From an optimization exercise on the open Yosys and OpenROAD flow, aimed at small area; shortcuts taken in it are not production practice.
Only simulation tests tie the RTL to the original design; equivalence was not proved.
Power figures rest on the tool's default switching activity, not on a simulated workload.

**design/flow/run.sh**
```bash
#!/bin/bash
# synth_recipe.tcl (not shown) runs the flow's synth.tcl, then flattens the netlist and writes it again
# the make line also repeats each setting of config.mk as NAME=value (left out here)
make -C /OpenROAD-flow-scripts/flow DESIGN_CONFIG=/design/flow/config.mk WORK_HOME=/design/flow/orfs CLKGATE_MAP_FILE= SYNTH_SCRIPT=/design/flow/synth_recipe.tcl finish
```
**design/flow/config.mk**
```make
export PLATFORM = sky130hd
export DESIGN_NAME = thread_mmu
export DESIGN_NICKNAME = thread_mmu
export VERILOG_FILES = /design/flow/design.v
export SDC_FILE = /design/flow/constraint.sdc
export NUM_CORES = 4
export LEC_CHECK = 0
export CAP_MARGIN = 20
export CORE_MARGIN = 2
export CORE_UTILIZATION = 40
export PLACE_DENSITY = 0.6
export SLEW_MARGIN = 20
```
**design/flow/constraint.sdc**
```tcl
create_clock -name core_clock -period 7.0 [get_ports {clk}]
set_input_delay 1.4000 -clock core_clock [delete_from_list [all_inputs] [get_ports {clk}]]
set_output_delay 1.4000 -clock core_clock [all_outputs]
set_load 0.01 [all_outputs]
```
**design/flow/design.v**
```verilog
module thread_mmu #(
   parameter int NUM_TRD = 8,
   parameter int TRD_W   = 3,
   parameter int AW      = 32
) (
   input  logic             clk,
   input  logic             rst_n,
   input  logic [AW-1:0]    i_addr,
   input  logic [TRD_W-1:0] i_trd,
   input  logic             i_rd,
   input  logic [AW-1:0]    d_addr,
   input  logic [TRD_W-1:0] d_trd,
   input  logic             d_rd,
   input  logic             d_wr,
   output logic             i_segfault,
   output logic             d_segfault,
   input  logic             i_fill_req,
   input  logic             d_fill_req,
   input  logic             d_fill_wr,
   output logic             i_fill_done,
   output logic             d_fill_done,
   output logic             fill_err,
   input  logic             cfg_we,
   input  logic             cfg_side,
   input  logic [TRD_W-1:0] cfg_trd,
   input  logic [AW-1:0]    cfg_base,
   input  logic [AW-1:0]    cfg_limit,
   input  logic             ready,
   input  logic             tx_done,
   output logic [1:0]       mem_op,
   output logic [63:0]      cpu_addr
);
   typedef enum logic [1:0] {ST_IDLE, ST_ISSUE, ST_WAIT, ST_DONE} state_t;
   state_t        r_state, w_nxt;
   logic [AW-1:0] r_i_base [NUM_TRD];
   logic [AW-1:0] r_i_lim  [NUM_TRD];
   logic [AW-1:0] r_d_base [NUM_TRD];
   logic [AW-1:0] r_d_lim  [NUM_TRD];
   logic          r_side, r_last_d, r_err;
   logic          r_i_done, r_d_done, r_fill_err;
   logic [1:0]    r_op;
   logic [AW-1:0] r_addr;
   logic [AW:0]   w_i_chk, w_d_chk;
   logic          w_i_pend, w_d_pend, w_grant, w_gnt_d, w_sel_valid;
   logic [AW-1:0] w_sel_phys;
   logic [1:0]    w_mem_op;
   function automatic logic [AW:0] f_xlate(input logic [AW-1:0] base,
                                           input logic [AW-1:0] limit,
                                           input logic [AW-1:0] addr);
      f_xlate = {(base <= addr) && (addr <= limit), addr};
   endfunction
   assign w_i_chk    = f_xlate(r_i_base[i_trd], r_i_lim[i_trd], i_addr);
   assign w_d_chk    = f_xlate(r_d_base[d_trd], r_d_lim[d_trd], d_addr);
   assign i_segfault = i_rd & ~w_i_chk[AW];
   assign d_segfault = (d_rd | d_wr) & ~w_d_chk[AW];
   always_ff @(posedge clk or negedge rst_n) begin
      if (!rst_n) begin
         for (int t = 0; t < NUM_TRD; t++) begin
            r_i_base[t] <= '1;
            r_i_lim[t]  <= '0;
            r_d_base[t] <= '1;
            r_d_lim[t]  <= '0;
         end
         r_i_base[0] <= AW'(32'h0001_0000);
         r_i_lim[0]  <= AW'(32'h0001_01FF);
         r_d_base[0] <= AW'(32'h0001_0200);
         r_d_lim[0]  <= AW'(32'h0001_02FF);
      end else if (cfg_we) begin
         if (cfg_side) begin
            r_d_base[cfg_trd] <= cfg_base;
            r_d_lim[cfg_trd]  <= cfg_limit;
         end else begin
            r_i_base[cfg_trd] <= cfg_base;
            r_i_lim[cfg_trd]  <= cfg_limit;
         end
      end
   end
   always_ff @(posedge clk or negedge rst_n) begin
      if (!rst_n) r_state <= ST_IDLE;
      else        r_state <= w_nxt;
   end
   always_comb begin
      w_nxt       = r_state;
      w_grant     = 1'b0;
      w_gnt_d     = 1'b0;
      w_mem_op    = 2'b00;
      w_i_pend    = i_fill_req & ~r_i_done;
      w_d_pend    = d_fill_req & ~r_d_done;
      w_sel_valid = 1'b0;
      w_sel_phys  = '0;
      case (r_state)
         ST_IDLE: begin
            if (w_i_pend || w_d_pend) begin
               w_grant     = 1'b1;
               w_gnt_d     = w_d_pend && (!w_i_pend || !r_last_d);
               w_sel_valid = w_gnt_d ? w_d_chk[AW] : w_i_chk[AW];
               w_sel_phys  = w_gnt_d ? w_d_chk[AW-1:0] : w_i_chk[AW-1:0];
               w_nxt       = w_sel_valid ? ST_ISSUE : ST_DONE;
            end
         end
         ST_ISSUE: begin
            w_mem_op = r_op;
            if (ready) w_nxt = ST_WAIT;
         end
         ST_WAIT: if (tx_done) w_nxt = ST_DONE;
         ST_DONE: w_nxt = ST_IDLE;
         default: w_nxt = ST_IDLE;
      endcase
   end
   always_ff @(posedge clk or negedge rst_n) begin
      if (!rst_n) begin
         r_side     <= 1'b0;
         r_last_d   <= 1'b0;
         r_err      <= 1'b0;
         r_op       <= 2'b00;
         r_addr     <= '0;
         r_i_done   <= 1'b0;
         r_d_done   <= 1'b0;
         r_fill_err <= 1'b0;
      end else begin
         r_i_done   <= (r_state == ST_DONE) && !r_side;
         r_d_done   <= (r_state == ST_DONE) && r_side;
         r_fill_err <= (r_state == ST_DONE) && r_err;
         if (w_grant) begin
            r_side   <= w_gnt_d;
            r_last_d <= w_gnt_d;
            r_op     <= (w_gnt_d && d_fill_wr) ? 2'b11 : 2'b01;
            r_err    <= !w_sel_valid;
            if (w_sel_valid) r_addr <= w_sel_phys;
         end
      end
   end
   assign mem_op      = w_mem_op;
   assign cpu_addr    = {{(64-AW){1'b0}}, r_addr};
   assign i_fill_done = r_i_done;
   assign d_fill_done = r_d_done;
   assign fill_err    = r_fill_err;
endmodule
```
==> results.rst <==
.. list-table::
   :header-rows: 1

   * - Metric
     - Value
   * - Maximum fanout count along the critical path
     - 10
   * - Global router's overall resource usage
     - 23.9%
   * - Number of warning messages in the yosys log
     - 5
   * - Most common library cell in the layout ignoring fill and taps
     - mux2_2
   * - Wire length per cell
     - 26.7 µm
   * - Number of flops mapped to enable cells by yosys
     - 0
   * - Share of synthesized flip-flops with an asynchronous set or reset
     - 100%
   * - Critical Path Source
     - d_trd[0]
   * - Final HPWL from detailed placement
     - 104000 µm
   * - Post-layout power
     - 19.3 mW
   * - Upper clock frequency limit
     - 145 MHz
   * - Sequential element share of the synthesized area
     - 52.7%
   * - Area of the core
     - 128000 µm²
   * - Critical Path Sink Type
     - output port
   * - Worst setup path category
     - primary input to output port
   * - Worst-case register-to-register setup slack
     - 2620 ps
   * - Area of the multi-input gates
     - 22900 µm²
   * - Unrepaired setup endpoints after global routing
     - no
   * - Number of hold violations in the final report
     - 0
   * - Leading cell types in the layout, fill and taps excluded
     - mux2_2, dfrtp_1, dfstp_2
   * - Cell variety after synth
     - 56
   * - Number of iterations in the first detailed-routing pass
     - 5
   * - Area growth from synthesis to final layout
     - 17.0%
   * - Peak supply drop
     - 0.211 mV
   * - Worst slack on hold paths
     - 464 ps
   * - Worst Slack Setup Final
     - 117 ps
   * - Routed metal-1 wire length
     - 74300 µm
   * - Number of antenna violations at the first check in global routing
     - 9
   * - Number of inserted diodes
     - 0
   * - Worst min-delay path class
     - flip-flop to flip-flop
   * - Hold Path End
     - r_op[0]$_DFFE_PN0P_
   * - Clock tree from TritonCTS
     - built
   * - Period utilization
     - 98.3%
   * - Buffers from clock root to sink, at most
     - 3
   * - Cell count of the worst hold path
     - 1
   * - Reported max-cap violation count
     - 0
   * - Post-route cell area
     - 60400 µm²
   * - Final net count
     - 4430
   * - Vias after detailed routing
     - 33706
   * - Arr. time, crit path
     - 5480 ps
   * - Pre-CTS setup slack
     - -142 ps
   * - Post-Syn Area
     - 51700 µm²
   * - Initial DRC count
     - 2648
   * - Family of cells with the greatest summed delay on the critical path
     - compound AO/OA/AOI/OAI gates
   * - Capture instance of the worst register-to-register path
     - r_addr[31]$_DFFE_PN0P_
   * - Effective utilization at floorplan
     - 40.4%
   * - Cell Chain, Critical Path
     - buf_6, buf_12, nor2b_1, buf_4, a22oi_1, nand2_1, o21ai_0, a21oi_1, ha_1, nand4_1, buf_4, nor4_2, buf_4, o21ai_1, a31oi_2, buf_4, o21ai_1, nand3_1, o21a_1, clkdlybuf4s50_1
   * - Total cell area at the placement stage
     - 56400 µm²
   * - Wire length on met2
     - 69700 µm
   * - Critical path startpoint category
     - primary input
   * - GRT overflow
     - 0
   * - Reg2reg path depth
     - 14
   * - Wire length of the first global-routing pass
     - 234000 µm
   * - Per-instance average area after synthesis
     - 13.1 µm²
   * - Filler Cell Count
     - 11295
   * - Routed length on met3
     - 9540 µm
   * - Fraction of final layout cells with drive strength greater than 1
     - 47.7%
   * - Area of the die
     - 132000 µm²
   * - Slowest stage cell on the critical path
     - a21oi_1
   * - Run status
     - no timing/DRC/antenna violations
   * - Library cell appearing most often on the critical path
     - buf_4
   * - Time the worst path needs with I/O delays and setup
     - 6880 ps
   * - Reported leakage power
     - 25.5 nW
   * - Die extent in y
     - 363 µm
   * - WL final
     - 158000 µm
   * - Highest metal used
     - met5
   * - Clock transition at the registers of the reported paths
     - 60 ps
   * - Sequential cell area
     - 27200 µm²
   * - Hold_sp
     - r_op[0]$_DFFE_PN0P_
   * - Critical Path RT
     - 5600 ps
   * - Vias per cell
     - 5.70
   * - Total count of max-transition violations in the final report
     - 0
   * - I/O Pins
     - 220
   * - Count of hold-fix buffers inserted at cts
     - 0
   * - Number of port buffers
     - 187
   * - Insertion delay to the later sink of the worst-skew pair
     - 740 ps
   * - Slew at the pin with the worst max-slew slack
     - 1070 ps
   * - Number of global-route vias before repair
     - 34290
   * - RePlAce Congestion
     - 0.887
   * - # setup viols final
     - 0
   * - Residual DRC count
     - 0
   * - Worst rel slew slack
     - 28.7%
   * - Worst path max stage delay
     - 500 ps
   * - Pin count of the biggest net entering global routing
     - 161
   * - Number of sinks driven by the clock tree
     - 1065
   * - Root cell of the clock tree
     - clkbuf_16
   * - Antenna Nets Post-Route
     - 0
   * - Critical register-to-register path startpoint
     - r_i_lim[7][15]$_DFFE_PN0P_
   * - Largest clock skew in the final design
     - 44.9 ps
   * - Number of clock buffers inserted by TritonCTS
     - 115
   * - Clock H-tree levels
     - 3
   * - Aggregate negative setup slack
     - 0 ps
   * - Post-Syn Instances
     - 3953
   * - Top flip-flop cell by instance count after synthesis
     - dfrtp_1
   * - Number of buffers and inverters on the critical path
     - 7
   * - Ratio of total power to cell area
     - 319 nW/µm²
   * - Floorplan row count
     - 131
   * - Post-synthesis register bit count
     - 1065
   * - Horiz. Die Dim
     - 363 µm
-- cell families after synthesis --
family / share of synthesized area, %
adder cells (fa/ha/maj): 3.20
flip-flops: 52.7
buffers and inverters: 3.42
other: 0.00726
AND/OR/NAND/NOR: 4.15
multiplexers: 29.9
AO/OA/AOI/OAI: 6.65
-- per-layer routing --
metal,vias up,global-route usage [%]
met3,204,4.57
met5,-,0
met2,914,35.9
met1,17907,35.1
met4,8,6.74
li1,14673,-
-- worst register-to-register path, stage by stage (launching register included) --
cell and delay (ps):
dfrtp_1 390, mux4_2 470, nor2_1 100, a21oi_1 40, o21ai_0 230, ha_1 240
nand4_1 180, or4_1 660, nor2_1 180, nor4_1 100, a211oi_2 220, nand2_1 230
o21ai_4 550, buf_4 320, mux2_1 340
-- metrics by stage --
step                utilization (%)  cells
floorplan                         -   3984
global placement               44.1   5693
detailed placement             44.1   5694
CTS                            47.3   5911
global route                   47.3   5911
finish                         47.3   5911
-- Yosys cell counts (all sizes together) (4+ instances only) --
master      n  share of area (%)
a211oi     34               0.50
a21o        7               0.10
a21oi     166                1.6
a221o      10               0.19
a221oi     29               0.49
a22o       29               0.49
a22oi      31               0.45
a2bb2oi     9               0.15
and2        9               0.11
buf        74               0.84
clkbuf    256                1.9
dfrtp     594                 29
dfstp     471                 24
ha        132                3.2
inv       100               0.73
mux2     1074                 23
mux2i     109                2.1
mux4      100                4.4
nand2     184                1.3
nand2b     13               0.16
nand3      22               0.21
nand4      30               0.36
nor2      159                1.2
nor2b      38               0.46
nor4        8              0.097
o21a        4              0.058
o21ai     181                1.8
o221ai      4              0.068
o22ai      38               0.46
o2bb2ai     4              0.068
or3         5              0.061
-- cell type report --
type / instances / area share (%)
Clock buffer: 182 / 5.81
Clock inverter: 35 / 0.824
Inverter: 100 / 0.621
Multi-Input combinational cell: 2489 / 37.9
Sequential cell: 1065 / 45.1
Tap cell: 1662 / 3.44
Timing Repair Buffer: 378 / 6.30
-- how the worst max path moves through the flow --
stage                      end  depth (start not counted)
detailed placement  d_segfault                         18
finish              d_segfault                         20
global route        d_segfault                         18
floorplan           i_segfault                         16
CTS                 d_segfault                         18
global placement    d_segfault                         18
-- power breakdown --
part / total [mW] / internal, mW / switching (mW)
combinational: 4.04 / 2.21 / 1.83
clock: 6.38 / 3.77 / 2.60
sequential: 8.85 / 8.10 / 0.752
-- timing repair --
item / CTS / global route
setup endpoints to repair: 1 / 1
resized for setup: 2 / 4
setup buffers: 0 / 0
pin swaps: 1 / 0
-- state kept, by name, summed over array words and instances (netlist names) --
signal / flops
r_i_lim: 256
r_d_lim: 256
r_d_base: 256
r_last_d: 1
r_i_done: 1
r_addr: 32
r_err: 1
r_i_base: 256
r_fill_err: 1
r_state: 2
r_d_done: 1
r_op: 2

port drivers added, routing unchanged:
The flow's constraints put no driver on any port. The routed layout listed below was extracted and timed again, unchanged, in two steps. Step 1 assumes that a clkbuf_16 drives the clock port and a buf_2 every other input. Step 2 adds t to the input delays and takes it off the output delays; t is the mean of the earliest and latest rising clock arrival at the registers after step 1. Input paths then give back, and output paths get back, about the clock's delay inside the block. a / b / c = no drivers / after step 1 / after step 2; a / b = the first two.
t, ns: 0.785
slack for setup (ns): 0.117 / 0.068 / 0.068
hold WS [ns]: 0.464 / 0.464 / 0.464
pins driven straight from the clock port: 1
After both steps setup and hold are still met in this run. For this run, drivers alone change the setup slack by -0.049 ns; drivers and shift together by -0.049 ns.
